What follows belongs to an exercise in optimizing a design on an open flow for small area; a production flow would make more cautious choices. Function was checked by simulation only, so behaviour that the tests miss may differ from the original. Power and IR drop assume default switching activity.

==> flow/design.v <==
`timescale 1ns/1ps
module midi_uart_rx (
  input logic Clk,
  input logic reset,
  input logic midi_in,
  output logic [7:0] rx_byte,
  output logic rx_valid
);
  localparam logic [9:0] HALF_BIT = 10'd353;  
  localparam logic [9:0] FULL_BIT = 10'd357;  
  localparam logic [9:0] BAUD_END = 10'd190;
  localparam logic [3:0] IDLE = 4'd10;
  logic [1:0] sync;  
  logic line_d;
  logic [9:0] baud;
  logic [3:0] bit_cnt;  
  logic [3:0] bit_inc;
  logic idle;
  logic sample_now;
  logic [7:0] shift;
  assign idle = bit_cnt[3] & bit_cnt[1];  
  assign sample_now = !idle && (baud == BAUD_END);
  assign rx_valid = sample_now && bit_cnt[3] && bit_cnt[0] && sync[1];  
  assign rx_byte = shift;
  assign bit_inc = {bit_cnt[3] ^ (bit_cnt[2] & bit_cnt[1] & bit_cnt[0]),
                    bit_cnt[2] ^ (bit_cnt[1] & bit_cnt[0]),
                    bit_cnt[1] ^ bit_cnt[0],
                    ~bit_cnt[0]};
  always_ff @(posedge Clk) begin
    if (reset) begin
      sync <= 2'b11;
      line_d <= 1'b1;
      bit_cnt <= IDLE;
    end else begin
      sync <= {sync[0], midi_in};
      line_d <= sync[1];
      if (idle) begin
        if (line_d && !sync[1]) bit_cnt <= '0;  
      end else if (sample_now) begin
        if (bit_cnt == 4'd0 && sync[1]) bit_cnt <= IDLE;  
        else bit_cnt <= bit_inc;  
      end
    end
  end
  always_ff @(posedge Clk) begin
    if (idle) baud <= HALF_BIT;
    else if (sample_now) baud <= FULL_BIT;
    else baud <= {baud[8:0], baud[9] ^ baud[6]};
  end
  always_ff @(posedge Clk) begin
    if (sample_now && !(bit_cnt[3] && bit_cnt[0])) begin
      shift <= {sync[1], shift[7:1]};
    end
  end
endmodule
`timescale 1ns/1ps
module midi_parser (
  input logic Clk,
  input logic reset,
  input logic [7:0] rx_byte,
  input logic rx_valid,
  output logic ev_valid,
  output logic ev_cmd,  
  output logic [6:0] ev_note
);
  localparam logic [1:0] WAIT_STATUS = 2'd0;
  localparam logic [1:0] WAIT_NOTE = 2'd1;
  localparam logic [1:0] WAIT_VEL = 2'd2;
  logic [1:0] state;
  logic run_on;  
  logic is_status;
  logic is_system;
  logic is_note;
  assign is_status = rx_byte[7];
  assign is_system = (rx_byte[7:4] == 4'hF);
  assign is_note = (rx_byte[7:5] == 3'b100);
  assign ev_cmd = !(run_on && (rx_byte[6:0] != 7'd0));  
  always_ff @(posedge Clk) begin
    if (reset) begin
      state <= WAIT_STATUS;
      ev_valid <= 1'b0;
    end else begin
      ev_valid <= rx_valid && !is_status && (state == WAIT_VEL);
      if (rx_valid) begin
        if (is_status) begin
          if (!is_system) begin
            state <= is_note ? WAIT_NOTE : WAIT_STATUS;
          end
        end else begin
          case (state)
            WAIT_NOTE: state <= WAIT_VEL;
            WAIT_VEL: state <= WAIT_NOTE;
            default: state <= WAIT_STATUS;
          endcase
        end
      end
    end
  end
  always_ff @(posedge Clk) begin
    if (rx_valid && is_status && is_note) begin
      run_on <= rx_byte[4];
    end
    if (rx_valid && !is_status && state == WAIT_NOTE) begin
      ev_note <= rx_byte[6:0];
    end
  end
endmodule
`timescale 1ns/1ps
module voice_alloc (
  input logic Clk,
  input logic reset,
  input logic ev_valid,
  input logic ev_cmd,  
  input logic [6:0] ev_note,
  input logic [1:0] vis,
  input logic [6:0] cur_note,  
  output logic [4-1:0] voice_active,
  output logic [1:0] wr_slot,
  output logic wr_pend
);
  localparam logic NOTE_ON = 1'b0;
  localparam logic NOTE_OFF = 1'b1;
  localparam logic [1:0] SCAN_IDLE = 2'd0;
  localparam logic [1:0] SCAN_MATCH = 2'd1;
  localparam logic [1:0] SCAN_FREE = 2'd2;
  localparam logic [1:0] SCAN_START = 2'd3;  
  logic [1:0] state;
  logic [1:0] idx;
  logic [4-1:0] match;
  logic hit;
  logic slot_free;
  logic at_last;
  assign wr_slot = idx;
  assign hit = voice_active[idx] && match[idx];
  always_ff @(posedge Clk) begin
    for (int i = 0; i < 4; i++) begin
      if (vis == 2'(i)) match[i] <= (cur_note == ev_note);
    end
  end
  assign slot_free = !voice_active[idx];
  assign at_last = (idx == 2'd3);
  always_ff @(posedge Clk) begin
    if (reset) begin
      state <= SCAN_IDLE;
      idx <= '0;
      voice_active <= '0;
      wr_pend <= 1'b0;
    end else begin
      if (wr_pend && vis == idx) wr_pend <= 1'b0;
      case (state)
        SCAN_IDLE: begin
          if (ev_valid) state <= SCAN_START;
        end
        SCAN_START: begin
          state <= SCAN_MATCH;
          idx <= '0;
        end
        SCAN_MATCH: begin
          if (hit) begin
            if (ev_cmd == NOTE_OFF) voice_active[idx] <= 1'b0;
            state <= SCAN_IDLE;
          end else if (!at_last) begin
            idx <= idx + 1'b1;
          end else if (ev_cmd == NOTE_ON) begin
            state <= SCAN_FREE;
            idx <= '0;
          end else begin
            state <= SCAN_IDLE;
          end
        end
        SCAN_FREE: begin
          if (slot_free) begin
            voice_active[idx] <= 1'b1;
            wr_pend <= 1'b1;
            state <= SCAN_IDLE;
          end else if (!at_last) begin
            idx <= idx + 1'b1;
          end else begin
            state <= SCAN_IDLE;
          end
        end
      endcase
    end
  end
endmodule
`timescale 1ns/1ps
module voice_osc (
  input logic Clk,
  input logic reset,
  input logic [4-1:0] voice_active,
  input logic [6:0] new_note,
  input logic [1:0] wr_slot,
  input logic wr_pend,
  output logic [1:0] vis,
  output logic [6:0] cur_note,  
  output logic signed [18-1:0] mix_sample,
  output logic mix_valid,
  output logic signed [18-1:0] held
);
  logic [24-1:0] ph0, ph1, ph2, ph3;  
  logic [6:0] nt0, nt1, nt2, nt3;  
  logic first;  
  logic cur_active;
  logic [24-1:0] inc;
  logic [24-1:0] psum;
  logic [24:0] pc;
  logic [24-1:0] next_phase;
  logic [7:0] addr;
  logic [14:0] qmag;
  logic neg;
  logic [18-1:0] addend;
  logic [18-1:0] part;
  logic [18:0] fc;
  logic [18-1:0] fsum;
  logic signed [18-1:0] frame;
  assign cur_note = (wr_pend && wr_slot == vis) ? new_note : nt0;
  assign cur_active = voice_active[vis];
  logic [13:0] inc14;
  inc_net u_inc (.a(cur_note), .y(inc14));  
  assign inc = 24'(inc14);
  always_comb begin
    pc[0] = 1'b0;
    for (int i = 0; i < 24; i++) begin
      psum[i] = ph0[i] ^ inc[i] ^ pc[i];
      pc[i+1] = (ph0[i] & inc[i]) | (pc[i] & (ph0[i] ^ inc[i]));
    end
  end
  assign next_phase = cur_active ? psum : '0;  
  always_ff @(posedge Clk) begin
    ph0 <= ph1;
    ph1 <= ph2;
    ph2 <= ph3;
    ph3 <= next_phase;
    nt0 <= nt1;
    nt1 <= nt2;
    nt2 <= nt3;
    nt3 <= cur_note;
  end
  assign addr = ph2[24-1 -: 8];
  assign neg = addr[7];
  qsin_net u_sin (.u(addr[6:0]), .y(qmag));  
  assign addend = {{3{neg}}, qmag ^ {15{neg}}};  
  assign mix_valid = (vis == 2'd2) && !first;
  assign part = (vis == 2'd2) ? '0 : frame;  
  always_comb begin
    fc[0] = neg;
    for (int i = 0; i < 18; i++) begin
      fsum[i] = part[i] ^ addend[i] ^ fc[i];
      fc[i+1] = (part[i] & addend[i]) | (fc[i] & (part[i] ^ addend[i]));
    end
  end
  assign mix_sample = mix_valid ? frame : held;
  always_ff @(posedge Clk) begin
    if (reset) begin
      vis <= '0;
      first <= 1'b1;
      held <= '0;
    end else begin
      vis <= vis + 1'b1;
      if (vis == 2'd2) first <= 1'b0;
      if (mix_valid) held <= frame;
    end
  end
  always_ff @(posedge Clk) begin
    frame <= fsum;
  end
endmodule
module qsin_net (input logic [6:0] u, output logic [14:0] y);
  logic n0;
  logic n1;
  logic n2;
  logic n3;
  logic n4;
  logic n5;
  logic n6;
  logic n7;
  logic n8;
  logic n9;
  logic n10;
  logic n11;
  logic n12;
  logic n13;
  logic n14;
  logic n15;
  logic n16;
  logic n17;
  logic n18;
  logic n19;
  logic n20;
  logic n21;
  logic n22;
  logic n23;
  logic n24;
  logic n25;
  logic n26;
  logic n27;
  logic n28;
  logic n29;
  logic n30;
  logic n31;
  logic n32;
  logic n33;
  logic n34;
  logic n35;
  logic n36;
  logic n37;
  logic n38;
  logic n39;
  logic n40;
  logic n41;
  logic n42;
  logic n43;
  logic n44;
  logic n45;
  logic n46;
  logic n47;
  logic n48;
  logic n49;
  logic n50;
  logic n51;
  logic n52;
  logic n53;
  logic n54;
  logic n55;
  logic n56;
  logic n57;
  logic n58;
  logic n59;
  logic n60;
  logic n61;
  logic n62;
  logic n63;
  logic n64;
  logic n65;
  logic n66;
  logic n67;
  logic n68;
  logic n69;
  logic n70;
  logic n71;
  logic n72;
  logic n73;
  logic n74;
  logic n75;
  logic n76;
  logic n77;
  logic n78;
  logic n79;
  logic n80;
  logic n81;
  logic n82;
  logic n83;
  logic n84;
  logic n85;
  logic n86;
  logic n87;
  logic n88;
  logic n89;
  logic n90;
  logic n91;
  logic n92;
  logic n93;
  logic n94;
  logic n95;
  logic n96;
  logic n97;
  logic n98;
  logic n99;
  logic n100;
  logic n101;
  logic n102;
  logic n103;
  logic n104;
  logic n105;
  logic n106;
  logic n107;
  logic n108;
  logic n109;
  logic n110;
  logic n111;
  logic n112;
  logic n113;
  logic n114;
  logic n115;
  logic n116;
  logic n117;
  logic n118;
  logic n119;
  logic n120;
  logic n121;
  logic n122;
  logic n123;
  logic n124;
  logic n125;
  logic n126;
  logic n127;
  logic n128;
  logic n129;
  logic n130;
  logic n131;
  logic n132;
  logic n133;
  logic n134;
  logic n135;
  logic n136;
  logic n137;
  logic n138;
  logic n139;
  logic n140;
  logic n141;
  logic n142;
  logic n143;
  logic n144;
  logic n145;
  logic n146;
  logic n147;
  logic n148;
  logic n149;
  logic n150;
  logic n151;
  logic n152;
  logic n153;
  logic n154;
  logic n155;
  logic n156;
  logic n157;
  logic n158;
  logic n159;
  logic n160;
  logic n161;
  logic n162;
  logic n163;
  logic n164;
  logic n165;
  logic n166;
  logic n167;
  logic n168;
  logic n169;
  logic n170;
  logic n171;
  logic n172;
  logic n173;
  logic n174;
  logic n175;
  logic n176;
  logic n177;
  logic n178;
  logic n179;
  logic n180;
  logic n181;
  logic n182;
  logic n183;
  logic n184;
  logic n185;
  logic n186;
  logic n187;
  logic n188;
  logic n189;
  logic n190;
  logic n191;
  logic n192;
  logic n193;
  logic n194;
  logic n195;
  logic n196;
  logic n197;
  logic n198;
  logic n199;
  logic n200;
  logic n201;
  logic n202;
  logic n203;
  logic n204;
  logic n205;
  logic n206;
  logic n207;
  logic n208;
  logic n209;
  logic n210;
  logic n211;
  logic n212;
  logic n213;
  logic n214;
  logic n215;
  logic n216;
  logic n217;
  logic n218;
  logic n219;
  logic n220;
  logic n221;
  logic n222;
  logic n223;
  logic n224;
  logic n225;
  logic n226;
  logic n227;
  logic n228;
  logic n229;
  logic n230;
  logic n231;
  logic n232;
  logic n233;
  logic n234;
  logic n235;
  logic n236;
  logic n237;
  logic n238;
  logic n239;
  logic n240;
  logic n241;
  logic n242;
  logic n243;
  logic n244;
  logic n245;
  logic n246;
  logic n247;
  logic n248;
  logic n249;
  logic n250;
  logic n251;
  logic n252;
  logic n253;
  logic n254;
  logic n255;
  logic n256;
  logic n257;
  logic n258;
  logic n259;
  assign n211 = n210 & n195;
  assign n212 = ~(n211 | n208);
  assign n213 = n212 & ~n185;
  assign n214 = ~(n213 | n207);
  assign n215 = n144 & ~u[4];
  assign n216 = ~n215 & u[6];
  assign n217 = ~(n216 | u[5]);
  assign n218 = n216 & u[5];
  assign n219 = ~(n218 | n217);
  assign n220 = n205 & n195;
  assign n221 = ~n220 & n219;
  assign n222 = n217 & u[6];
  assign n223 = ~(n222 | n221);
  assign y[13] = ~n223 | n214;
  assign n224 = ~(n199 | n195);
  assign n225 = ~n224 & n185;
  assign n226 = n225 & n221;
  assign n227 = ~n224 & n212;
  assign n228 = ~(n227 | n185);
  assign n229 = n212 & n207;
  assign n230 = ~(n229 | n219);
  assign n231 = n230 & ~n228;
  assign n232 = ~(n231 | n226);
  assign y[12] = n232 | n222;
  assign n233 = ~(n203 | n199);
  assign n234 = n203 & n199;
  assign n235 = ~(n234 | n233);
  assign n236 = ~n235 & n195;
  assign n237 = n236 & ~n185;
  assign n238 = ~n237 & n219;
  assign n239 = ~n199 & u[0];
  assign n240 = n239 & n203;
  assign n241 = ~n240 & n195;
  assign n242 = n241 & ~n205;
  assign n243 = ~n242 & n225;
  assign n244 = ~(n243 | n213);
  assign n245 = n244 & n238;
  assign n246 = n199 & ~u[0];
  assign n247 = ~(n246 | n195);
  assign n248 = n247 & ~n240;
  assign n249 = ~u[0] & u[1];
  assign n250 = ~(n249 | n209);
  assign n251 = n250 & n248;
  assign n252 = ~n251 & n185;
  assign n253 = ~(n199 | u[0]);
  assign n254 = ~(n239 | n134);
  assign n255 = ~(n254 | n203);
  assign n256 = n255 & ~n195;
  assign n257 = ~(n256 | n185);
  assign n258 = n257 & ~n253;
  assign n259 = ~(n258 | n252);
  assign n0 = ~(n259 | n195);
  assign n1 = ~(n212 | n205);
  assign n2 = ~(n1 | n219);
  assign n3 = n2 & ~n0;
  assign n4 = ~(n3 | n245);
  assign y[11] = n4 | n222;
  assign n5 = n204 & n199;
  assign n6 = ~(n5 | n255);
  assign n7 = n6 & ~n195;
  assign n8 = ~n249 & n195;
  assign n9 = n8 & ~n239;
  assign n10 = ~n9 & n185;
  assign n11 = ~(n195 | u[0]);
  assign n12 = n11 & n235;
  assign n13 = ~n12 & n10;
  assign n14 = n13 & n7;
  assign n15 = ~n249 & n199;
  assign n16 = ~(n15 | n212);
  assign n17 = ~(n250 | n199);
  assign n18 = ~(n17 | n15);
  assign n19 = n18 & n195;
  assign n20 = ~(n233 | n185);
  assign n21 = ~(n239 | n195);
  assign n22 = n21 & ~n209;
  assign n23 = n22 & n20;
  assign n24 = ~(n23 | n19);
  assign n25 = n24 & ~n16;
  assign n26 = n25 & ~n14;
  assign n27 = ~(n26 | n219);
  assign n28 = ~n250 & n195;
  assign n29 = ~n28 & n185;
  assign n30 = n203 & ~n195;
  assign n31 = n30 & ~n253;
  assign n32 = ~n31 & n29;
  assign n33 = ~n32 & n238;
  assign n34 = ~(n33 | n222);
  assign y[10] = ~n34 | n27;
  assign n35 = n195 & u[0];
  assign n36 = n18 & ~n195;
  assign n37 = ~(n36 | n35);
  assign n38 = ~n37 & n185;
  assign n39 = ~(n250 | n195);
  assign n40 = ~(n39 | n185);
  assign n41 = ~(n208 | n206);
  assign n42 = n41 & n40;
  assign n43 = ~(n42 | n38);
  assign n44 = ~n43 & n219;
  assign n45 = n6 & n212;
  assign n46 = n250 & ~n212;
  assign n47 = ~(n46 | n185);
  assign n48 = n47 & ~n45;
  assign n49 = ~(n222 | n219);
  assign n50 = ~n234 & n185;
  assign n51 = ~(n50 | n10);
  assign n52 = ~(n35 | n203);
  assign n53 = ~(n52 | n51);
  assign n54 = ~n53 & n49;
  assign n55 = n54 & ~n48;
  assign y[9] = ~(n55 | n44);
  assign n56 = ~(n239 | n123);
  assign n57 = ~n242 & n185;
  assign n58 = n57 & ~n28;
  assign n59 = n58 & n56;
  assign n60 = ~n212 & u[0];
  assign n61 = ~(n256 | n206);
  assign n62 = n61 & ~n60;
  assign n63 = ~(n62 | n185);
  assign n64 = ~(n63 | n59);
  assign n65 = ~n64 & n219;
  assign n66 = ~(n31 | n19);
  assign n67 = ~(n66 | n185);
  assign n68 = ~n11 & n185;
  assign n69 = n68 & ~n60;
  assign n70 = ~(n69 | n219);
  assign n71 = n70 & ~n67;
  assign n72 = ~(n71 | n222);
  assign y[8] = ~n72 | n65;
  assign n73 = n58 & ~n7;
  assign n74 = ~n250 & n224;
  assign n75 = ~n74 & n248;
  assign n76 = ~(n75 | n241);
  assign n77 = ~(n76 | n185);
  assign n78 = ~n77 & n219;
  assign n79 = n78 & ~n73;
  assign n80 = n56 & ~n36;
  assign n81 = ~(n80 | n185);
  assign n82 = ~(n57 | n219);
  assign n83 = n82 & ~n81;
  assign n84 = ~(n83 | n222);
  assign y[7] = ~n84 | n79;
  assign n85 = n224 & ~n209;
  assign n86 = ~(n85 | n16);
  assign n87 = n86 & ~n35;
  assign n88 = ~(n87 | n185);
  assign n89 = ~(n75 | n250);
  assign n90 = ~n89 & n252;
  assign n91 = ~n90 & n219;
  assign n92 = n91 & ~n88;
  assign n93 = n6 & n195;
  assign n94 = ~(n93 | n74);
  assign n95 = ~(n94 | n185);
  assign n96 = ~(n240 | n134);
  assign n97 = n96 & n10;
  assign n98 = ~(n97 | n219);
  assign n99 = n98 & ~n95;
  assign n100 = ~(n99 | n92);
  assign y[6] = n100 | n222;
  assign n101 = ~n254 & n195;
  assign n102 = ~(n101 | n248);
  assign n103 = n102 & ~n39;
  assign n104 = n103 & ~n51;
  assign n105 = ~(n185 | n123);
  assign n106 = n105 & ~n242;
  assign n107 = n106 & n86;
  assign n108 = ~n107 & n49;
  assign n109 = n108 & ~n104;
  assign n110 = n93 & n235;
  assign n111 = n60 & ~n199;
  assign n112 = ~(n21 | n185);
  assign n113 = n112 & ~n111;
  assign n114 = n113 & ~n110;
  assign n115 = ~n13 & n219;
  assign n116 = n115 & ~n114;
  assign y[5] = ~(n116 | n109);
  assign n117 = ~(n224 | n185);
  assign n118 = n117 & ~n8;
  assign n119 = n80 & ~n195;
  assign n120 = n119 & n210;
  assign n121 = ~(n119 | n210);
  assign n122 = ~n121 & n185;
  assign n124 = n122 & ~n120;
  assign n125 = ~(n124 | n118);
  assign n126 = ~(n125 | n219);
  assign n127 = n7 & ~n185;
  assign n128 = ~n102 & n185;
  assign n129 = ~n246 & n195;
  assign n130 = n129 & n20;
  assign n131 = ~n130 & n219;
  assign n132 = n131 & ~n128;
  assign n133 = n132 & ~n127;
  assign n135 = ~(n133 | n126);
  assign y[4] = n135 | n222;
  assign n136 = ~n5 & n195;
  assign n137 = n136 & ~n17;
  assign n138 = ~(n137 | n247);
  assign n139 = ~(n138 | n114);
  assign n140 = ~(n139 | n219);
  assign n141 = n136 & ~n253;
  assign n142 = ~(n141 | n117);
  assign n143 = n142 & ~n75;
  assign n145 = n15 & ~n185;
  assign n146 = ~n145 & n219;
  assign n147 = n146 & ~n143;
  assign n148 = ~(n147 | n222);
  assign y[3] = ~n148 | n140;
  assign n149 = ~(n228 | n199);
  assign n150 = n46 & n199;
  assign n151 = n40 & ~n17;
  assign n152 = n151 & ~n150;
  assign n153 = n152 & ~n149;
  assign n155 = ~(n129 | n22);
  assign n156 = ~n155 & n29;
  assign n157 = ~n156 & n49;
  assign n158 = n157 & ~n153;
  assign n159 = n86 & ~n228;
  assign n160 = n159 & n78;
  assign y[2] = ~(n160 | n158);
  assign n161 = ~(n5 | n236);
  assign n162 = ~n161 & n185;
  assign n163 = n21 & ~n234;
  assign n165 = ~(n211 | n185);
  assign n166 = n165 & ~n163;
  assign n167 = n166 & ~n111;
  assign n168 = ~(n167 | n162);
  assign n169 = ~n168 & n219;
  assign n170 = ~(n56 | n211);
  assign n171 = n170 & n94;
  assign n172 = ~n171 & n185;
  assign n173 = ~(n172 | n257);
  assign n174 = ~(n110 | n219);
  assign n176 = n174 & ~n173;
  assign n177 = ~(n176 | n169);
  assign y[1] = n177 | n222;
  assign n178 = ~(n253 | n212);
  assign n179 = ~(n104 | n68);
  assign n180 = ~(n179 | n178);
  assign n181 = n213 & ~n205;
  assign n182 = ~(n181 | n180);
  assign n183 = ~n182 & n219;
  assign n184 = n9 & n197;
  assign n186 = ~n74 & n50;
  assign n187 = n186 & ~n184;
  assign n188 = n112 & ~n1;
  assign n189 = ~(n188 | n219);
  assign n190 = n189 & ~n187;
  assign n191 = ~(n190 | n222);
  assign y[0] = ~n191 | n183;
  assign y[14] = ~n49 | n213;
  assign n123 = ~(u[0] | u[1]);
  assign n134 = n123 & ~u[2];
  assign n144 = n134 & ~u[3];
  assign n154 = ~n144 & u[6];
  assign n164 = ~n154 & u[4];
  assign n175 = n154 & ~u[4];
  assign n185 = ~(n175 | n164);
  assign n192 = ~n134 & u[6];
  assign n193 = ~n192 & u[3];
  assign n194 = n192 & ~u[3];
  assign n195 = ~(n194 | n193);
  assign n196 = ~n123 & u[6];
  assign n197 = ~n196 & u[2];
  assign n198 = n196 & ~u[2];
  assign n199 = ~(n198 | n197);
  assign n200 = u[0] & u[6];
  assign n201 = ~(n200 | u[1]);
  assign n202 = n200 & u[1];
  assign n203 = ~(n202 | n201);
  assign n204 = n203 & u[0];
  assign n205 = ~n204 & n199;
  assign n206 = ~(n205 | n195);
  assign n207 = ~n206 & n185;
  assign n208 = ~n203 & n195;
  assign n209 = ~n203 & u[0];
  assign n210 = ~n209 & n199;
endmodule
module inc_net (input logic [6:0] a, output logic [13:0] y);
  logic n0;
  logic n1;
  logic n2;
  logic n3;
  logic n4;
  logic n5;
  logic n6;
  logic n7;
  logic n8;
  logic n9;
  logic n10;
  logic n11;
  logic n12;
  logic n13;
  logic n14;
  logic n15;
  logic n16;
  logic n17;
  logic n18;
  logic n19;
  logic n20;
  logic n21;
  logic n22;
  logic n23;
  logic n24;
  logic n25;
  logic n26;
  logic n27;
  logic n28;
  logic n29;
  logic n30;
  logic n31;
  logic n32;
  logic n33;
  logic n34;
  logic n35;
  logic n36;
  logic n37;
  logic n38;
  logic n39;
  logic n40;
  logic n41;
  logic n42;
  logic n43;
  logic n44;
  logic n45;
  logic n46;
  logic n47;
  logic n48;
  logic n49;
  logic n50;
  logic n51;
  logic n52;
  logic n53;
  logic n54;
  logic n55;
  logic n56;
  logic n57;
  logic n58;
  logic n59;
  logic n60;
  logic n61;
  logic n62;
  logic n63;
  logic n64;
  logic n65;
  logic n66;
  logic n67;
  logic n68;
  logic n69;
  logic n70;
  logic n71;
  logic n72;
  logic n73;
  logic n74;
  logic n75;
  logic n76;
  logic n77;
  logic n78;
  logic n79;
  logic n80;
  logic n81;
  logic n82;
  logic n83;
  logic n84;
  logic n85;
  logic n86;
  logic n87;
  logic n88;
  logic n89;
  logic n90;
  logic n91;
  logic n92;
  logic n93;
  logic n94;
  logic n95;
  logic n96;
  logic n97;
  logic n98;
  logic n99;
  logic n100;
  logic n101;
  logic n102;
  logic n103;
  logic n104;
  logic n105;
  logic n106;
  logic n107;
  logic n108;
  logic n109;
  logic n110;
  logic n111;
  logic n112;
  logic n113;
  logic n114;
  logic n115;
  logic n116;
  logic n117;
  logic n118;
  logic n119;
  logic n120;
  logic n121;
  logic n122;
  logic n123;
  logic n124;
  logic n125;
  logic n126;
  logic n127;
  logic n128;
  logic n129;
  logic n130;
  logic n131;
  logic n132;
  logic n133;
  logic n134;
  logic n135;
  logic n136;
  logic n137;
  logic n138;
  logic n139;
  logic n140;
  logic n141;
  logic n142;
  logic n143;
  logic n144;
  logic n145;
  logic n146;
  logic n147;
  logic n148;
  logic n149;
  logic n150;
  logic n151;
  logic n152;
  logic n153;
  logic n154;
  logic n155;
  logic n156;
  logic n157;
  logic n158;
  logic n159;
  logic n160;
  logic n161;
  logic n162;
  logic n163;
  logic n164;
  logic n165;
  logic n166;
  logic n167;
  logic n168;
  logic n169;
  logic n170;
  logic n171;
  logic n172;
  logic n173;
  logic n174;
  logic n175;
  logic n176;
  logic n177;
  logic n178;
  logic n179;
  logic n180;
  logic n181;
  assign n105 = a[6] & ~a[5];
  assign n106 = ~a[6] & a[5];
  assign n107 = n106 & a[4];
  assign n108 = ~(n107 | n105);
  assign n109 = ~n106 & a[4];
  assign n110 = ~(n109 | n105);
  assign n111 = ~n110 & a[3];
  assign n112 = ~n105 & a[4];
  assign n113 = ~(n106 | a[4]);
  assign n114 = ~(n113 | n112);
  assign n115 = ~(n114 | n111);
  assign n116 = ~n114 & a[3];
  assign n117 = n114 & ~a[3];
  assign n118 = ~(n117 | n116);
  assign n119 = ~(n118 | n111);
  assign n120 = n119 & a[2];
  assign n121 = n110 & ~a[3];
  assign n122 = ~n121 & n118;
  assign n123 = ~(n122 | n120);
  assign n124 = ~n123 & n115;
  assign n125 = n123 & ~n115;
  assign n126 = ~(n125 | n124);
  assign n127 = ~(n126 | n108);
  assign n128 = ~n125 & n106;
  assign n129 = ~(n128 | n127);
  assign n130 = n129 & ~a[6];
  assign n131 = a[0] & a[1];
  assign n132 = ~n122 & a[2];
  assign n133 = n122 & ~a[2];
  assign n134 = ~(n133 | n132);
  assign n135 = ~(n134 | n120);
  assign n136 = n135 & n131;
  assign n137 = ~(n119 | a[2]);
  assign n138 = ~(n137 | n132);
  assign n139 = ~(n138 | n136);
  assign n140 = n125 & n108;
  assign n141 = n140 & ~n139;
  assign y[13] = n141 & ~n130;
  assign n142 = ~(a[0] | a[1]);
  assign n143 = ~(n138 | n135);
  assign n144 = ~n143 & a[0];
  assign n145 = n143 & ~a[0];
  assign n146 = ~(n145 | n144);
  assign n147 = ~n146 & a[1];
  assign n148 = ~n135 & n131;
  assign n149 = ~(n148 | n142);
  assign n150 = ~n149 & n146;
  assign n151 = ~(n150 | n147);
  assign n152 = n151 & ~n135;
  assign n153 = ~n138 & a[1];
  assign n154 = ~(n153 | n152);
  assign n155 = ~(n154 | n146);
  assign n156 = ~(n155 | n142);
  assign n157 = ~n156 & n123;
  assign n158 = ~(n142 | n136);
  assign n159 = ~(n158 | n138);
  assign n160 = ~(n159 | n156);
  assign n161 = ~n138 & n131;
  assign n162 = ~(n161 | n160);
  assign n163 = n162 & ~n123;
  assign n164 = ~(n163 | n157);
  assign n165 = ~n164 & n126;
  assign n166 = ~(n135 | a[1]);
  assign n167 = ~(n166 | n144);
  assign n168 = ~(n167 | n123);
  assign n169 = ~(n146 | n135);
  assign n170 = ~(n169 | n159);
  assign n171 = ~n170 & n123;
  assign n172 = ~(n171 | n168);
  assign n173 = ~(n172 | n126);
  assign n174 = ~(n173 | n165);
  assign n175 = n174 & ~n129;
  assign n176 = n146 & n123;
  assign n177 = n151 & ~n123;
  assign n178 = ~(n177 | n176);
  assign n179 = ~(n178 | n126);
  assign n180 = n139 & ~n123;
  assign n181 = ~(n166 | n136);
  assign n0 = n181 & ~n152;
  assign n1 = n0 & ~n122;
  assign n2 = ~(n1 | n180);
  assign n3 = ~n2 & n126;
  assign n4 = ~(n3 | n179);
  assign n5 = ~n4 & n129;
  assign n6 = ~n139 & n123;
  assign n7 = n6 & n105;
  assign n8 = ~(n7 | n5);
  assign n9 = n8 & n130;
  assign n10 = ~n147 & a[0];
  assign n11 = ~n10 & n123;
  assign n12 = n154 & ~n123;
  assign n13 = ~(n12 | n11);
  assign n14 = ~(n13 | n126);
  assign n15 = n143 & ~n131;
  assign n16 = ~n15 & n158;
  assign n17 = ~n16 & n123;
  assign n18 = ~(n153 | a[0]);
  assign n19 = ~(n18 | n161);
  assign n20 = ~(n19 | n135);
  assign n21 = ~(n20 | n123);
  assign n22 = ~(n21 | n17);
  assign n23 = n22 & n126;
  assign n24 = n129 & a[6];
  assign n25 = n24 & ~n23;
  assign n26 = n25 & ~n14;
  assign n27 = ~(n26 | n9);
  assign y[1] = n27 & ~n175;
  assign n28 = ~n167 & n123;
  assign n29 = ~(n156 | n123);
  assign n30 = ~(n29 | n28);
  assign n31 = n30 & ~n126;
  assign n32 = n146 & ~n123;
  assign n33 = n162 & n123;
  assign n34 = ~(n33 | n32);
  assign n35 = n34 & n126;
  assign n36 = ~(n35 | n31);
  assign n37 = n36 & ~n129;
  assign n38 = ~(n6 | n180);
  assign n39 = n38 & n126;
  assign n40 = ~n151 & n123;
  assign n41 = ~(n0 | n123);
  assign n42 = ~(n41 | n40);
  assign n43 = n42 & ~n126;
  assign n44 = ~(n43 | n39);
  assign n45 = ~n44 & n130;
  assign n46 = ~(n16 | n123);
  assign n47 = ~n154 & n123;
  assign n48 = ~(n47 | n46);
  assign n49 = ~(n48 | n126);
  assign n50 = n170 & ~n123;
  assign n51 = ~n20 & n123;
  assign n52 = ~(n51 | n50);
  assign n53 = ~n52 & n126;
  assign n54 = ~n127 & a[6];
  assign n55 = n54 & ~n53;
  assign n56 = n55 & ~n49;
  assign n57 = ~(n56 | n45);
  assign y[2] = ~n57 | n37;
  assign n58 = n42 & n126;
  assign n59 = ~(n34 | n126);
  assign n60 = ~(n59 | n58);
  assign n61 = ~n60 & n129;
  assign n62 = n38 & n127;
  assign n63 = ~(n62 | n61);
  assign y[8] = ~(n63 | n130);
  assign n64 = n4 & ~n129;
  assign n65 = ~n174 & a[6];
  assign n66 = ~n141 & n129;
  assign n67 = n66 & ~n65;
  assign y[5] = ~(n67 | n64);
  assign y[10] = n54 & ~n44;
  assign n68 = n6 & n126;
  assign n69 = ~(n2 | n126);
  assign n70 = ~(n69 | n68);
  assign n71 = ~(n70 | n129);
  assign n72 = ~n178 & n126;
  assign n73 = ~(n164 | n126);
  assign n74 = ~(n73 | n72);
  assign n75 = ~n74 & n54;
  assign y[7] = n75 | n71;
  assign n76 = n63 & n130;
  assign n77 = ~n30 & n126;
  assign n78 = n52 & ~n126;
  assign n79 = ~(n78 | n77);
  assign n80 = n79 & ~n129;
  assign n81 = n48 & n126;
  assign n82 = ~n10 & n124;
  assign n83 = ~n166 & n125;
  assign n84 = n83 & ~n149;
  assign n85 = ~n84 & n129;
  assign n86 = n85 & ~n130;
  assign n87 = n86 & ~n82;
  assign n88 = n87 & ~n81;
  assign n89 = ~(n88 | n80);
  assign y[0] = n89 & ~n76;
  assign n90 = ~(n60 | n129);
  assign n91 = ~n79 & n54;
  assign n92 = n130 & ~n126;
  assign n93 = n92 & n38;
  assign n94 = ~(n93 | n91);
  assign y[4] = ~n94 | n90;
  assign n95 = n54 & ~n126;
  assign y[12] = n95 & n38;
  assign y[9] = ~(n8 | n130);
  assign n96 = ~(n44 | n129);
  assign n97 = n54 & n36;
  assign y[6] = n97 | n96;
  assign n98 = ~(n74 | n129);
  assign n99 = ~n70 & n130;
  assign n100 = n172 & n126;
  assign n101 = ~(n22 | n126);
  assign n102 = ~n101 & n54;
  assign n103 = n102 & ~n100;
  assign n104 = ~(n103 | n99);
  assign y[3] = ~n104 | n98;
  assign y[11] = ~n70 & n54;
endmodule
`timescale 1ns/1ps
module sigma_delta_dac (
  input logic Clk,
  input logic reset,
  input logic signed [18-1:0] held,  
  output logic pdm_out
);
  logic [18-1:0] acc;
  logic [18-1:0] level;
  logic [18:0] c;
  logic [18-1:0] sum;
  assign level = {~held[18-1], held[18-2:0]};  
  always_comb begin
    c[0] = 1'b0;
    for (int i = 0; i < 18; i++) begin
      sum[i] = acc[i] ^ level[i] ^ c[i];
      c[i+1] = (acc[i] & level[i]) | (c[i] & (acc[i] ^ level[i]));
    end
  end
  always_ff @(posedge Clk) begin
    if (reset) begin
      acc <= '0;
      pdm_out <= 1'b0;
    end else begin
      acc <= sum;
      pdm_out <= c[18];
    end
  end
endmodule
`timescale 1ns/1ps
module synth_top (
  input logic Clk,
  input logic reset,
  input logic midi_in,
  output logic pdm_out,
  output logic [4-1:0] voice_active,
  output logic signed [18-1:0] mix_sample,
  output logic mix_valid
);
  logic [7:0] rx_byte;
  logic rx_valid;
  logic ev_valid;
  logic ev_cmd;
  logic [6:0] ev_note;
  logic [1:0] vis;
  logic [6:0] cur_note;
  logic [1:0] wr_slot;
  logic wr_pend;
  logic signed [18-1:0] held;
  midi_uart_rx u_rx (
    .Clk(Clk),
    .reset(reset),
    .midi_in(midi_in),
    .rx_byte(rx_byte),
    .rx_valid(rx_valid)
  );
  midi_parser u_parser (
    .Clk(Clk),
    .reset(reset),
    .rx_byte(rx_byte),
    .rx_valid(rx_valid),
    .ev_valid(ev_valid),
    .ev_cmd(ev_cmd),
    .ev_note(ev_note)
  );
  voice_alloc u_alloc (
    .Clk(Clk),
    .reset(reset),
    .ev_valid(ev_valid),
    .ev_cmd(ev_cmd),
    .ev_note(ev_note),
    .vis(vis),
    .cur_note(cur_note),
    .voice_active(voice_active),
    .wr_slot(wr_slot),
    .wr_pend(wr_pend)
  );
  voice_osc u_osc (
    .Clk(Clk),
    .reset(reset),
    .voice_active(voice_active),
    .new_note(ev_note),
    .wr_slot(wr_slot),
    .wr_pend(wr_pend),
    .vis(vis),
    .cur_note(cur_note),
    .mix_sample(mix_sample),
    .mix_valid(mix_valid),
    .held(held)
  );
  sigma_delta_dac u_dac (
    .Clk(Clk),
    .reset(reset),
    .held(held),
    .pdm_out(pdm_out)
  );
endmodule
==> flow/flow/run.sh <==
#!/bin/bash
# Standard synthesis, then the combinational logic is re-mapped with a
# stronger ABC script (registers untouched), then the standard layout steps,
# with no dummy clock loads and buf_1 port buffers.
set -euo pipefail
HERE=$(pwd)
RES=$HERE/orfs/results/$FLOW_PLATFORM/synth_top/base
YOSYS=${YOSYS_EXE:-$FLOW_HOME/../tools/install/yosys/bin/yosys}
[ -x "$YOSYS" ] || YOSYS=yosys
LIB=$FLOW_HOME/platforms/$FLOW_PLATFORM/lib/sky130_fd_sc_hd__tt_025C_1v80.lib

bash standard.sh synth > std_synth.log 2>&1

# liberty without the platform's dont-use cells, for ABC
DONT_USE=$(sed -n '/^export DONT_USE_CELLS += /,/^#/p' $FLOW_HOME/platforms/$FLOW_PLATFORM/config.mk | grep -oE "sky130_fd_sc_hd__[a-z0-9_]+" | tr '\n' ' ')
python3 flow/filtlib.py $LIB remap.lib $DONT_USE > filtlib.log 2>&1
# cells kept as they are: registers, adder cells and tie cells
KEEP='sky130_fd_sc_hd__df* sky130_fd_sc_hd__edf* sky130_fd_sc_hd__sdf* sky130_fd_sc_hd__sedf* sky130_fd_sc_hd__dl* sky130_fd_sc_hd__fa_* sky130_fd_sc_hd__fah* sky130_fd_sc_hd__ha_* sky130_fd_sc_hd__conb_*'
python3 flow/filtlib.py remap.lib remap_comb.lib $KEEP >> filtlib.log 2>&1
python3 flow/filtlib.py remap.lib remap_keep.lib --keep $KEEP >> filtlib.log 2>&1

cp $RES/1_2_yosys.v yosys_standard.v
# a few ABC scripts in parallel; the smallest netlist is used
NF='&get,-n;&dch,-f;&nf,-p,-R,1000;&put'
SCRIPTS=(
  "+strash;$NF"
)
for i in "${!SCRIPTS[@]}"; do
  REMAP_ABC="${SCRIPTS[$i]}" REMAP_LIB=$HERE/remap.lib REMAP_COMB_LIB=$HERE/remap_comb.lib REMAP_KEEP_LIB=$HERE/remap_keep.lib \
    REMAP_IN=$HERE/yosys_standard.v REMAP_OUT=$HERE/yosys_remap_$i.v \
    $YOSYS -c flow/remap.tcl > remap_$i.log 2>&1 &
done
wait
best=""; best_area=""
for i in "${!SCRIPTS[@]}"; do
  [ -f yosys_remap_$i.v ] && grep -q "Found and reported 0 problems" remap_$i.log || continue
  area=$(grep "Chip area for module" yosys_remap_$i.v.stat.txt | awk '{print $NF}')
  echo "script $i: area $area: ${SCRIPTS[$i]}" >> remap_choice.log
  if [ -z "$best" ] || awk "BEGIN{exit !($area < $best_area)}"; then best=$i; best_area=$area; fi
done
[ -n "$best" ] || { echo "no remap succeeded" >&2; exit 1; }
echo "chosen: script $best" >> remap_choice.log
cp yosys_remap_$best.v yosys_remap.v
cp yosys_remap.v $RES/1_2_yosys.v
rm -f $RES/1_synth.odb $RES/1_synth.sdc

bash standard.sh \
  "CTS_ARGS=-sink_clustering_enable -repair_clock_nets -dont_use_dummy_load -sink_clustering_size 10 -sink_clustering_max_diameter 60 -buf_list sky130_fd_sc_hd__clkbuf_4" \
  "BUFFER_PORTS_ARGS=-buffer_cell sky130_fd_sc_hd__buf_1" \
  finish > std_finish.log 2>&1

# the filtered libraries are large and only inputs; keep the logs
rm -f remap.lib remap_comb.lib remap_keep.lib
==> flow/flow/filtlib.py <==
#!/usr/bin/env python3
# filtlib.py in.lib out.lib [--keep] pattern... : drop the cells whose name matches
# (or, with --keep, every cell but those); a trailing * matches a prefix
import sys, re
src = open(sys.argv[1]).read()
pats = sys.argv[3:]
keep_only = bool(pats) and pats[0] == '--keep'
if keep_only:
    pats = pats[1:]
def match(n):
    return any(n.startswith(p[:-1]) if p.endswith('*') else n == p for p in pats)
def drop(n):
    return not match(n) if keep_only else match(n)
pos = 0; res = []
it = re.finditer(r'\n(\s*)cell\s*\(\s*"?([\w]+)"?\s*\)\s*\{', src)
for m in it:
    if m.start() < pos: continue
    # find matching brace
    depth = 0; j = m.end() - 1
    while True:
        c = src[j]
        if c == '{': depth += 1
        elif c == '}':
            depth -= 1
            if depth == 0: break
        j += 1
    if drop(m.group(2)):
        res.append(src[pos:m.start()]); pos = j + 1
res.append(src[pos:])
open(sys.argv[2], 'w').write(''.join(res))
==> flow/flow/remap.tcl <==
# Re-map the combinational logic of the standard synthesis netlist with a
# stronger ABC script. Registers, adder cells and tie cells stay exactly as
# the standard synthesis made them (same instances, names and cell types).
yosys -import
set lib $::env(REMAP_LIB)
# combinational cells as logic, kept cells as black boxes
read_liberty -ignore_miss_func $::env(REMAP_COMB_LIB)
read_liberty -lib $::env(REMAP_KEEP_LIB)
read_verilog $::env(REMAP_IN)
hierarchy -top $::env(FLOW_TOP)
flatten -noscopeinfo
opt_clean -purge
tee -o $::env(REMAP_OUT).pre_stat.txt stat -liberty $lib
abc -liberty $lib -script $::env(REMAP_ABC)
setundef -zero
splitnets
opt_clean -purge
hilomap -singleton -hicell sky130_fd_sc_hd__conb_1 HI -locell sky130_fd_sc_hd__conb_1 LO
insbuf -buf sky130_fd_sc_hd__buf_1 A X
opt_clean -purge
tee -o $::env(REMAP_OUT).stat.txt stat -liberty $lib
select $::env(FLOW_TOP)
write_verilog -noattr -nohex -nodec -selected $::env(REMAP_OUT)
# check the written netlist against the full library
design -reset
read_liberty -lib $lib
read_verilog $::env(REMAP_OUT)
hierarchy -check -top $::env(FLOW_TOP)
check -assert -mapped
==> flow/standard.sh <==
#!/bin/bash
# synth_recipe.tcl (not shown) runs the flow's synth.tcl, then flattens the netlist and writes it again
# the make line also repeats each setting of config.mk as NAME=value (left out here)
make -C /OpenROAD-flow-scripts/flow DESIGN_CONFIG=/design/flow/config.mk WORK_HOME=/design/flow/orfs CLKGATE_MAP_FILE= SYNTH_SCRIPT=/design/flow/synth_recipe.tcl "${@:-finish}"
==> flow/config.mk <==
export PLATFORM = sky130hd
export DESIGN_NAME = synth_top
export DESIGN_NICKNAME = synth_top
export VERILOG_FILES = /design/flow/design.v
export SDC_FILE = /design/flow/constraint.sdc
export NUM_CORES = 4
export LEC_CHECK = 0
export ABC_AREA = 1
export CAP_MARGIN = 20
export CORE_MARGIN = 2
export CORE_UTILIZATION = 60
export SLEW_MARGIN = 20
==> flow/constraint.sdc <==
create_clock -name core_clock -period 40.0 [get_ports {Clk}]
set_input_delay 8.0000 -clock core_clock [delete_from_list [all_inputs] [get_ports {Clk}]]
set_output_delay 8.0000 -clock core_clock [all_outputs]
set_load 0.01 [all_outputs]
==> impl_results.md, run 1 <==
- Status: finished clean
- Syn Nets: 994
- Avg Inst Size Synth: 10.5 µm²
- Power Dens Cells: 70.0 nW/µm²
- Synth warn: 5
- Worst Path Required: 40,530 ps
- Placed instance count: around 1,200
- Slew HR: 25.5%
- Unrepaired setup endpoints after global routing: no
- Vias in the first global route: roughly 6,500
- Total setup buffers inserted after CTS: 0
- Die area: 16,900 µm²
- Max_cap viols: 0
- CTS H-tree lvls: 1
- TritonCTS Sinks: approximately 230
- Worst hold path class: reg -> reg
- Critical Path Max Stage Delay: 910 ps
- Vias: 6,601
- Crit end category: flop
- Maximum VDD drop: 46.5 µV
- CTS Root Cell: clkbuf_4
- Leak pwr: 3.95 nW
- Bufs on Longest Clock Path: 3
- Layout Nets: 1,052
- GP Congestion: 0.926
- Worst Setup Start Kind: flop
- DR WL/cell: 16.2 µm
- Cts hold-fix bufs: 0
- CTS tree: built
- Syn Inst Count: 911
- Hpwl dp: approximately 14 mm
- Row count: between 40 and 50
- Fin crit period: 12,490 ps
- Crit path DAT: 13,030 ps
- Initial antenna violation count: 1
- CP max stage cell: ha_1
- Clock latency on the worst-skew pair: 650 ps
- Drt initial violations: 365
- First-pass DRT Iterations: 5
- Largest net degree at the start of global routing: 60
- R2R depth: 46
- First-pass GRT wire length: 31.5 mm
- GRT Overall Usage: between 20% and 30%
- Initial Util: 60.6%
- Post-route ant nets: 0
- DR DRC count: 0
- Fin cells: 1,184
- Num ports: 27
- Layout cells sized above 1: 3.83%
- Hold path depth: 0
- Reg clk slew, reported paths: ~110 ps
- Setup TNS: 0 ps
- Core ar.: 15,700 µm²
- Worst Path Max Fanout: 27
- Number of setup violations in the final report: 0
- Die Ht: 130 µm
- Layout overhead on the synthesized area: 6.42%
- Fmax achieved: roughly 80 MHz
- Final hold vios: 0
- Clock Skew: 61.1 ps
- Period utilization: 31.2%
- Least-Margin Pin Slew: 1110 ps
- Pins Over Slew Limit: 0
- Die W: 130 µm
- Cts repair resizes: 0
- Setup CP Type: reg -> reg
- Via/cell ratio: 5.58
- IO Port Bufs: 26
- CTS buffer count: 27
- GRT overflow: 0
- Cell mode on critical path: fa_1
- WL final: 19.2 mm
- Synthesized area: 9530 µm²
## state kept, by name, summed over array words and instances (netlist names), 4 cells and up, named ones only
signal,count
u_parser.ev_note,7
u_dac.acc,18
u_rx.bit_cnt,4
u_osc.nt1,7
u_osc.frame,18
u_osc.nt2,7
u_osc.nt0,7
u_osc.ph1,24
u_osc.nt3,7
u_osc.held,18
u_osc.ph0,24
u_alloc.match,4
u_osc.ph2,24
u_rx.shift,8
u_osc.ph3,24
u_rx.baud,10
## worst paths after layout
path	startpoint	to	slack, ps
worst max-delay path	u_alloc.idx[1]	u_osc.ph3[22]	27510
worst max register to register	u_alloc.idx[1]	u_osc.ph3[22]	27510
worst min-delay path	u_osc.ph3[15]	u_osc.ph2[15]	270
worst min register to register	u_osc.ph3[15]	u_osc.ph2[15]	270
## layer usage
| metal | vias to the layer above | share of wire, % | global-route usage, % |
|---|---|---|---|
| met5 | - | 0 | 0 |
| met4 | 0 | 3.6 | 9.23 |
| met3 | 56 | 4.8 | 4.26 |
| met2 | 177 | 48 | 39.2 |
| met1 | 3167 | 43 | 30.4 |
| li1 | 3201 | - | - |
## through the flow
stage | setup slack, ps | utilization [%] | instance area (µm²) | hold slack [ps] | power [mW]
finish | 27510 | 64.5 | 10100 | 270 | 0.710
CTS | 27500 | 64.5 | 10100 | 255 | 0.710
floorplan | 28880 | - | 9530 | 310 | 0.523
detailed placement | 27510 | 63.2 | 9930 | 312 | 0.608
global route | 26470 | 64.5 | 10100 | 258 | 0.770
global placement | 27980 | 63.2 | 9930 | 310 | 0.609
## power breakdown
| group | switching, mW | internal, mW |
|---|---|---|
| clock | 0.0678 | 0.0310 |
| sequential | 0.0114 | 0.260 |
| combinational | 0.222 | 0.117 |
| total | 0.301 | 0.408 |
## cell usage in the layout, fill, tap and decap left out, drive strengths merged, types with 4 or more instances in the layout
master / instances
a31oi: 8
buf: 33
a21o: 8
nor3b: 4
dfxtp: 211
a21oi: 59
nand3: 12
xnor2: 13
mux2: 17
nand2: 80
ha: 34
a211oi: 11
o21ai: 43
a311oi: 6
o211ai: 4
nor2: 85
xor2: 16
and2: 30
nand2b: 12
edfxtp: 20
nor2b: 51
nor3: 12
clkbuf: 27
clkinv: 58
fa: 46
o22ai: 8
or2: 12
## cell type report
cell class                 instances  area (µm²)
multi-input combinational        618        4470
clock buffer                      27         203
antenna                            1        2.50
sequential                       231        4820
timing repair buffer              33         151
tap                              216         270
inverter                          58         218
fill                            1308        5570
## critical path, delay by kind of cell (launching register included)
| kind | cells | cell delay, ps |
|---|---|---|
| flops | 1 | 560 |
| simple gates | 8 | 2110 |
| compound gates | 7 | 1550 |
| fa+ha+maj | 24 | 7110 |
| xor+xnor | 2 | 320 |
| buf+inv | 5 | 750 |
==> run 2: changes to the inputs <==
--- a/flow/design.v
+++ b/flow/design.v
@@ -140,13 +140,11 @@
   assign slot_free = !voice_active[idx];
   assign at_last = (idx == 2'd3);
   always_ff @(posedge Clk) begin
+    if (wr_pend && vis == idx) wr_pend <= 1'b0;
     if (reset) begin
       state <= SCAN_IDLE;
-      idx <= '0;
       voice_active <= '0;
-      wr_pend <= 1'b0;
     end else begin
-      if (wr_pend && vis == idx) wr_pend <= 1'b0;
       case (state)
         SCAN_IDLE: begin
           if (ev_valid) state <= SCAN_START;
--- a/flow/flow/run.sh
+++ b/flow/flow/run.sh
@@ -24,6 +24,9 @@
 NF='&get,-n;&dch,-f;&nf,-p,-R,1000;&put'
 SCRIPTS=(
   "+strash;$NF"
+  "+strash;$NF;strash;$NF"
+  "+strash;&get,-n;&deepsyn,-T,300;&put;$NF"
+  "+strash;&get,-n;&deepsyn,-T,300,-S,7;&put;$NF"
 )
 for i in "${!SCRIPTS[@]}"; do
   REMAP_ABC="${SCRIPTS[$i]}" REMAP_LIB=$HERE/remap.lib REMAP_COMB_LIB=$HERE/remap_comb.lib REMAP_KEEP_LIB=$HERE/remap_keep.lib \
==> impl_results.md, run 2 <==
- Initial Util: 61.8%
- Maximum VDD drop: 67.3 µV
- Initial antenna violation count: 1
- Max_cap viols: 0
- Internal Power: 423 µW
- Bufs on Longest Clock Path: 3
- Slew HR: 36.7%
- Final hold vios: 0
- Largest net degree at the start of global routing: 56
- CTS tree: built
- CTS buffer count: 27
- Syn Inst Count: 877
- Vias in the first global route: 6,330
- R2R Setup Slk: approximately 27,000 ps
- Die W: 129 µm
- Combinational Power Share: 48.2%
- Row count: between 40 and 50
- Fin crit period: 13,130 ps
- CP max stage cell: a21oi_1
- First-pass GRT wire length: just over 30 mm
- Leak pwr: 3.95 nW
- Top delay family on crit path: adder cells
- Crit end category: flop
- Number of setup violations in the final report: 0
- Crit path DAT: 13,640 ps
- Hpwl dp: about 13 mm
- GP Congestion: 0.938
- Syn Nets: 960
- Commonest cells after routing, fill and taps aside: 209 x dfxtp_1, 81 x nand2_1, 63 x nor2_1
- Worst Path Required: 40,520 ps
- Total setup buffers inserted after CTS: 0
- Pins Over Slew Limit: 0
- Synthesized area: roughly 9400 µm²
- Reg clk slew, reported paths: 120 ps
- CTS H-tree lvls: 1
- Sw power: between 300 and 400 µW
- Cell mode on critical path: fa_1
- Die Ht: 129 µm
- TritonCTS Sinks: 231
- DR DRC count: 0
- Setup ws final: 26,870 ps
- Num ports: 27
- WL final: roughly 18 mm
- Setup CP Type: reg -> reg
- CTS Root Cell: clkbuf_4
- Clock latency on the worst-skew pair: a little over 600 ps
- Via/cell ratio: 5.64
- Switching share of power: 42.1%
- Status: finished clean
- Clock Skew: 55.8 ps
- Die area: roughly 17,000 µm²
- Fin util: 65.8%
- Buf/Inv on CP: 6
- First-pass DRT Iterations: 6
- Critical Path Max Stage Delay: 720 ps
- Setup TNS: 0 ps
- Worst Setup Start Kind: flop
- Period utilization: around 33%
- Fillcell total: 1,184
- Synth warn: 5
- Worst hold path class: reg -> reg
- Layout Nets: 1,019
- Layout cells sized above 1: just over 4%
- Vias: 6,458
- Cts hold-fix bufs: 0
- Worst Path Max Fanout: 13
- Fmax achieved: 76.2 MHz
- Clock power share: 13.4%
- Cts repair resizes: 0
- GRT overflow: 0
- Core ar.: 15,300 µm²
- Drt initial violations: 661
- Sequential power share: a little under two fifths
- DR WL/cell: 15.9 µm
- Least-Margin Pin Slew: 949 ps
- Layout overhead on the synthesized area: 6.50%
- GRT Overall Usage: 22.9%
- IO Port Bufs: 26
- Worst slack, placed: 26,960 ps
- Avg Inst Size Synth: 10.8 µm²
- Unrepaired setup endpoints after global routing: no
- Power Dens Cells: around 73 nW/µm²
- Post-route ant nets: 0
- Most common cell after layout, fill and taps aside: dfxtp_1
==> run 2: cell types whose count changed in the layout (fill, tap and decap cells not counted), sizes merged, moves of 5 or more <==
| cell | change |
|---|---|
| nor2 | -22 |
| a21oi | -10 |
| a221oi | +5 |
| a22oi | +6 |
| a211oi | -5 |
| mux2i | +10 |
| o21ai | -8 |
| or2 | -7 |
==> run 2: per-layer routing <==
layer / share of wire, % / track usage (%) / wire [µm]
met1: 46 / 33.0 / 8430
met2: 45 / 36.7 / 8160
met3: 7.2 / 4.00 / 1320
met4: 2.0 / 4.99 / 367
met5: 0 / 0 / 0
==> run 2: power groups by stage <==
stage / sequential [mW] / combinational (mW) / clock, mW
after CTS: 0.281 / 0.344 / 0.102
after floorplan: 0.281 / 0.260 / 0
final: 0.280 / 0.352 / 0.0977
after global placement: 0.285 / 0.337 / 0
after global routing: 0.284 / 0.399 / 0.112
after detailed placement: 0.286 / 0.337 / 0
==> run 2: cell type report <==
class | instances | area (µm²) | share of cell area, %
well taps | 211 | 264 | 2.63
multi-input cells | 580 | 4340 | 43.2
diodes | 1 | 2.50 | 0.0249
clock buffers | 27 | 203 | 2.02
repair buffers | 34 | 159 | 1.58
inverters | 62 | 233 | 2.32
flip-flops and latches | 231 | 4840 | 48.2
==> run 2: path summary, 6_finish.rpt <==
check | startpoint | to | cells after the start
worst max-delay path | u_alloc.idx[0] | u_osc.ph3[22] | 53
worst min-delay path | u_osc.ph2[0] | u_osc.ph1[0] | 0
worst max register to register | u_alloc.idx[0] | u_osc.ph3[22] | 53
worst min register to register | u_osc.ph2[0] | u_osc.ph1[0] | 0
==> run 2: worst reg2reg max path, delay by kind of cell, from the launching register on <==
| kind | cells | cell delay, ps |
|---|---|---|
| multiplexers | 1 | 320 |
| AO/OA/AOI/OAI | 11 | 2720 |
| XOR/XNOR | 1 | 240 |
| adder cells (fa/ha/maj) | 24 | 6570 |
| flip-flops | 1 | 550 |
| AND/OR/NAND/NOR | 10 | 1910 |
| buffers and inverters | 6 | 720 |
==> run 2: stage by stage <==
stage          hold WS, ps  instances  power [mW]  area (µm²)
3_3_place_gp           311       1118       0.622        9840
5_1_grt                325       1146       0.795       10000
6_report               320       1146       0.729       10000
3_5_place_dp           312       1118       0.623        9840
4_1_cts                322       1145       0.727       10000
2_1_floorplan          310        877       0.541        9430
==> run 3: changes to the inputs <==
--- a/flow/config.mk
+++ b/flow/config.mk
@@ -6,7 +6,7 @@
 export NUM_CORES = 4
 export LEC_CHECK = 0
 export ABC_AREA = 1
-export CAP_MARGIN = 20
+export CAP_MARGIN = 5
 export CORE_MARGIN = 2
 export CORE_UTILIZATION = 60
-export SLEW_MARGIN = 20
+export SLEW_MARGIN = 5
==> impl_results.md, run 3 <==
- Commonest cells after routing, fill and taps aside: 209 x dfxtp_1, 81 x nand2_1, 63 x nor2_1
- Layout overhead on the synthesized area: 6.50%
- R2R depth: 53
- Core ar.: 15,300 µm²
- Cts repair resizes: 0
- Reg clk slew, reported paths: 120 ps
- Fin util: 65.8%
- Avg Inst Size Synth: 10.8 µm²
- CTS tree: built
- CTS Root Cell: clkbuf_4
- Final Hold Slack: approximately 320 ps
- Setup CP Type: reg -> reg
- Maximum VDD drop: approximately 67 µV
- Status: finished clean
- First-pass GRT wire length: 30.9 mm
- Leak pwr: 3.95 nW
- Most common cell after layout, fill and taps aside: dfxtp_1
- Drt initial violations: ~660
- Clock latency on the worst-skew pair: ~620 ps
- Initial antenna violation count: 1
- Cell mode on critical path: fa_1
- Hpwl dp: 13.3 mm
- IO Port Bufs: 26
- Die W: 129 µm
- Final hold vios: 0
- Worst Path Max Fanout: 13
- Synth warn: 5
- Layout Nets: 1,019
- Crit end category: flop
- Post-route ant nets: 0
- Largest net degree at the start of global routing: 56
- First-pass DRT Iterations: 5
- WL final: 18.2 mm
- DR DRC count: 0
- Initial Util: about three fifths
- CTS buffer count: 27
- CTS H-tree lvls: 1
- Num ports: 27
- Syn Inst Count: 877
- CP max stage cell: a21oi_1
- Die area: approximately 17,000 µm²
- Clock Skew: roughly 55 ps
- Die Ht: 129 µm
- Power Dens Cells: 72.5 nW/µm²
- Least-Margin Pin Slew: 1130 ps
- Synthesized area: between 9000 and 10,000 µm²
- Number of setup violations in the final report: 0
- Period utilization: 32.6%
- Setup TNS: 0 ps
- Critical Path Max Stage Delay: 720 ps
- Row count: between 40 and 50
- Cts hold-fix bufs: 0
- Crit path DAT: 13,570 ps
- Vias in the first global route: 6,330
- Vias: around 6,400
- Hold path depth: 0
- Max_cap viols: 0
- Fin crit period: between 10,000 and 15,000 ps
- Pins Over Slew Limit: 0
- GP Congestion: about 0.94
- Layout cells sized above 1: 4.07%
- Worst hold path class: reg -> reg
- Worst Setup Start Kind: flop
- Pwr Total: 729 µW
- DR WL/cell: between 15 and 20 µm
- Bufs on Longest Clock Path: 3
- Fmax achieved: 76.6 MHz
- Worst Path Required: 40,510 ps
- Total setup buffers inserted after CTS: 0
- TritonCTS Sinks: between 200 and 250
- GRT overflow: 0
- Via/cell ratio: 5.62
- Slew HR: 23.9%
- R2R Setup Slk: ~27,000 ps
- Unrepaired setup endpoints after global routing: no
- GRT Overall Usage: 22.9%
- Syn Nets: 960
## run 3: cell count changes in the layout (fill, tap and decap cells not counted)
cell      change
a21boi_0      +1
a21boi_1      -1
## run 3: path summary, 6_finish.rpt
path / from / to
setup / recovery: u_alloc.idx[0] / u_osc.ph3[22]
hold / removal: u_osc.ph2[0] / u_osc.ph1[0]
setup reg to reg: u_alloc.idx[0] / u_osc.ph3[22]
hold reg to reg: u_osc.ph2[0] / u_osc.ph1[0]
## run 3: per-layer routing
metal / up-vias / share of wire [%] / wire length [µm] / global-route usage [%]
met5: - / 0 / 0 / 0
li1: 3097 / - / - / -
met2: 286 / 45 / 8180 / 36.7
met4: 0 / 1.9 / 348 / 4.99
met1: 3020 / 46 / 8360 / 33.0
met3: 42 / 7.4 / 1340 / 4.00
## run 3: final cells by class
class | instances | area (µm²)
antenna | 1 | 2.50
clock buffer | 27 | 203
fill | 1184 | 5210
inverter | 62 | 233
multi-input combinational | 580 | 4340
sequential | 231 | 4840
tap | 211 | 264
timing repair buffer | 34 | 159
## run 3: worst max-delay path, delay by kind of cell (launching register included)
family / cells / cell delay (ps)
adder cells (fa/ha/maj): 24 / 6560
AO/OA/AOI/OAI: 11 / 2690
AND/OR/NAND/NOR: 10 / 1880
buffers and inverters: 6 / 710
flip-flops: 1 / 550
multiplexers: 1 / 320
XOR/XNOR: 1 / 240
## run 3: report_power, final
group | switching [mW] | total, mW | internal [mW] | leakage (nW)
sequential | 0.0132 | 0.280 | 0.267 | 1.90
combinational | 0.226 | 0.351 | 0.124 | 1.92
clock | 0.0666 | 0.0977 | 0.0311 | 0.124
total | 0.306 | 0.729 | 0.422 | 3.95
## run 3: stage by stage
stage | setup slack, ps | instances | area (µm²)
3_5_place_dp | 26960 | 1118 | 9840
3_3_place_gp | 27540 | 1118 | 9840
4_1_cts | 27010 | 1145 | 10000
2_1_floorplan | 28330 | 877 | 9430
6_report | 26940 | 1146 | 10000
5_1_grt | 25860 | 1146 | 10000
==> run 4: changes to the inputs <==
--- a/flow/flow/run.sh
+++ b/flow/flow/run.sh
@@ -27,8 +27,14 @@
   "+strash;$NF;strash;$NF"
   "+strash;&get,-n;&deepsyn,-T,300;&put;$NF"
   "+strash;&get,-n;&deepsyn,-T,300,-S,7;&put;$NF"
+  "+strash;&get,-n;&deepsyn,-T,300,-S,11;&put;$NF"
+  "+strash;&get,-n;&deepsyn,-T,300,-S,23;&put;$NF"
+  "+strash;&get,-n;&deepsyn,-T,300,-S,42;&put;$NF"
+  "+strash;&get,-n;&deepsyn,-T,300,-S,5;&put;$NF;strash;$NF"
 )
+# at most NUM_CORES runs at a time
 for i in "${!SCRIPTS[@]}"; do
+  while [ "$(jobs -rp | wc -l)" -ge "${NUM_CORES:-4}" ]; do sleep 2; done
   REMAP_ABC="${SCRIPTS[$i]}" REMAP_LIB=$HERE/remap.lib REMAP_COMB_LIB=$HERE/remap_comb.lib REMAP_KEEP_LIB=$HERE/remap_keep.lib \
     REMAP_IN=$HERE/yosys_standard.v REMAP_OUT=$HERE/yosys_remap_$i.v \
     $YOSYS -c flow/remap.tcl > remap_$i.log 2>&1 &
--- a/flow/config.mk
+++ b/flow/config.mk
@@ -6,7 +6,7 @@
 export NUM_CORES = 4
 export LEC_CHECK = 0
 export ABC_AREA = 1
-export CAP_MARGIN = 5
+export CAP_MARGIN = 20
 export CORE_MARGIN = 2
 export CORE_UTILIZATION = 60
-export SLEW_MARGIN = 5
+export SLEW_MARGIN = 20
==> impl_results.md, run 4 <==
- Leak pwr: 3.95 nW
- Initial antenna violation count: 1
- Worst Path Required: 40,520 ps
- Via/cell ratio: 5.64
- Clock Skew: between 50 and 60 ps
- Pins Over Slew Limit: 0
- Power Dens Cells: 72.6 nW/µm²
- Die area: 16,700 µm²
- Worst hold path class: reg -> reg
- CTS H-tree lvls: 1
- CTS buffer count: 27
- DR DRC count: 0
- Most common cell after layout, fill and taps aside: dfxtp_1
- WL final: 18.3 mm
- Die W: 129 µm
- DR WL/cell: between 15 and 20 µm
- CTS Root Cell: clkbuf_4
- Crit end category: flop
- Synth warn: 5
- Maximum VDD drop: 67.3 µV
- Critical Path Max Stage Delay: 720 ps
- Reg clk slew, reported paths: 120 ps
- Buf/Inv on CP: 6
- Unrepaired setup endpoints after global routing: no
- Hpwl dp: between 10 and 15 mm
- Syn Nets: between 900 and 1,000
- CTS tree: built
- Fin cells: 1,146
- Worst Path Max Fanout: 13
- Max_cap viols: 0
- Least-Margin Pin Slew: 949 ps
- Worst Setup Start Kind: flop
- Avg Inst Size Synth: 10.8 µm²
- Row count: 45
- Top delay family on crit path: adder cells
- TritonCTS Sinks: 231
- Number of setup violations in the final report: 0
- Pwr Total: 729 µW
- Bufs on Longest Clock Path: 3
- Final hold vios: 0
- Vias in the first global route: 6,330
- Period utilization: 32.8%
- Vias: 6,458
- Cell mode on critical path: fa_1
- Syn Inst Count: 877
- Setup CP Type: reg -> reg
- Synthesized area: approximately 9400 µm²
- Layout overhead on the synthesized area: 6.50%
- Layout cells sized above 1: 4.07%
- Crit path DAT: between 10,000 and 15,000 ps
- Clock latency on the worst-skew pair: a little over 600 ps
- Setup TNS: 0 ps
- Cts repair resizes: 0
- Layout Nets: 1,019
- Fmax achieved: 76.2 MHz
- Worst slack, placed: 26,960 ps
- Placed instance count: 1,118
- GRT Overall Usage: 22.9%
- First-pass DRT Iterations: 6
- Fin crit period: 13,130 ps
- IO Port Bufs: 26
- Setup ws final: about 27,000 ps
- GP Congestion: 0.938
- Num ports: 27
- Status: finished clean
- Cts hold-fix bufs: 0
- Slew HR: 36.7%
- Total setup buffers inserted after CTS: 0
- Core ar.: 15,300 µm²
- First-pass GRT wire length: 30.9 mm
- Post-route ant nets: 0
- CP max stage cell: a21oi_1
- Die Ht: between 100 and 150 µm
- Commonest cells after routing, fill and taps aside: 209 x dfxtp_1, 81 x nand2_1, 63 x nor2_1
- Largest net degree at the start of global routing: 56
- Initial Util: 61.8%
- Drt initial violations: 661
- Fillcell total: approximately 1,200
- GRT overflow: 0
==> run 4: report_power, final <==
part | switching, mW | total [mW] | internal [mW]
Clock | 0.0667 | 0.0977 | 0.0311
Sequential | 0.0132 | 0.280 | 0.267
Combinational | 0.227 | 0.352 | 0.124
Total | 0.307 | 0.729 | 0.423
==> run 4: final timing paths <==
check / slack (ps) / from / cells past startpoint / to
max: 26870 / u_alloc.idx[0] / 53 / u_osc.ph3[22]
min: 320 / u_osc.ph2[0] / 0 / u_osc.ph1[0]
max reg2reg: 26870 / u_alloc.idx[0] / 53 / u_osc.ph3[22]
min reg2reg: 320 / u_osc.ph2[0] / 0 / u_osc.ph1[0]
==> run 4: final cells by class <==
cell class	count	area, µm²	share of cell area (%)
tap	211	264	2.63
multi-input combinational	580	4340	43.2
sequential	231	4840	48.2
timing repair buffer	34	159	1.58
antenna	1	2.50	0.0249
clock buffer	27	203	2.02
inverter	62	233	2.32
==> run 4: metal layers <==
layer / global-route usage (%) / part of all wire, % / up-vias
li1: - / - / 3098
met1: 33.0 / 46 / 3043
met2: 36.7 / 45 / 269
met3: 4.00 / 7.2 / 48
met4: 4.99 / 2.0 / 0
met5: 0 / 0 / -
==> run 4: metrics by stage <==
stage	hold WS, ps	instance area (µm²)	util [%]
6_report	320	10000	65.8
5_1_grt	325	10000	65.8
4_1_cts	322	10000	65.8
3_5_place_dp	312	9840	64.5
3_3_place_gp	311	9840	64.5
2_1_floorplan	310	9430	-

## static timing again, ports no longer ideal
No port has a modelled driver above. Below, the same layouts with a new extraction and two added sets of constraints.
Step 1 (the two cells are an assumption about what drives the block):
set clk [get_ports {Clk}]
set_driving_cell -lib_cell sky130_fd_sc_hd__clkbuf_16 $clk
set_driving_cell -lib_cell sky130_fd_sc_hd__buf_2 [delete_from_list [all_inputs] $clk]
Step 2, shift: input delay + t, output delay - t, t = (earliest + latest rising clock arrival at the registers) / 2. This alone moves slack from input paths to output paths.
a / b / c = ideal / step 1 / step 2; a / b = the first two.
run	t, ns	slack for setup (ns)	hold slack, ns	worst setup path at the end	pins driven straight from the clock port
run 1	0.658	27.508 / 27.508 / 27.508	0.270 / 0.270 / 0.270	register to register	1
run 2	0.632	26.875 / 26.875 / 26.875	0.320 / 0.320 / 0.320	register to register	1
run 3	0.631	26.945 / 26.945 / 26.945	0.320 / 0.320 / 0.320	register to register	1
run 4	0.632	26.875 / 26.875 / 26.875	0.320 / 0.320 / 0.320	register to register	1
After both steps setup and hold are still met in every run listed.
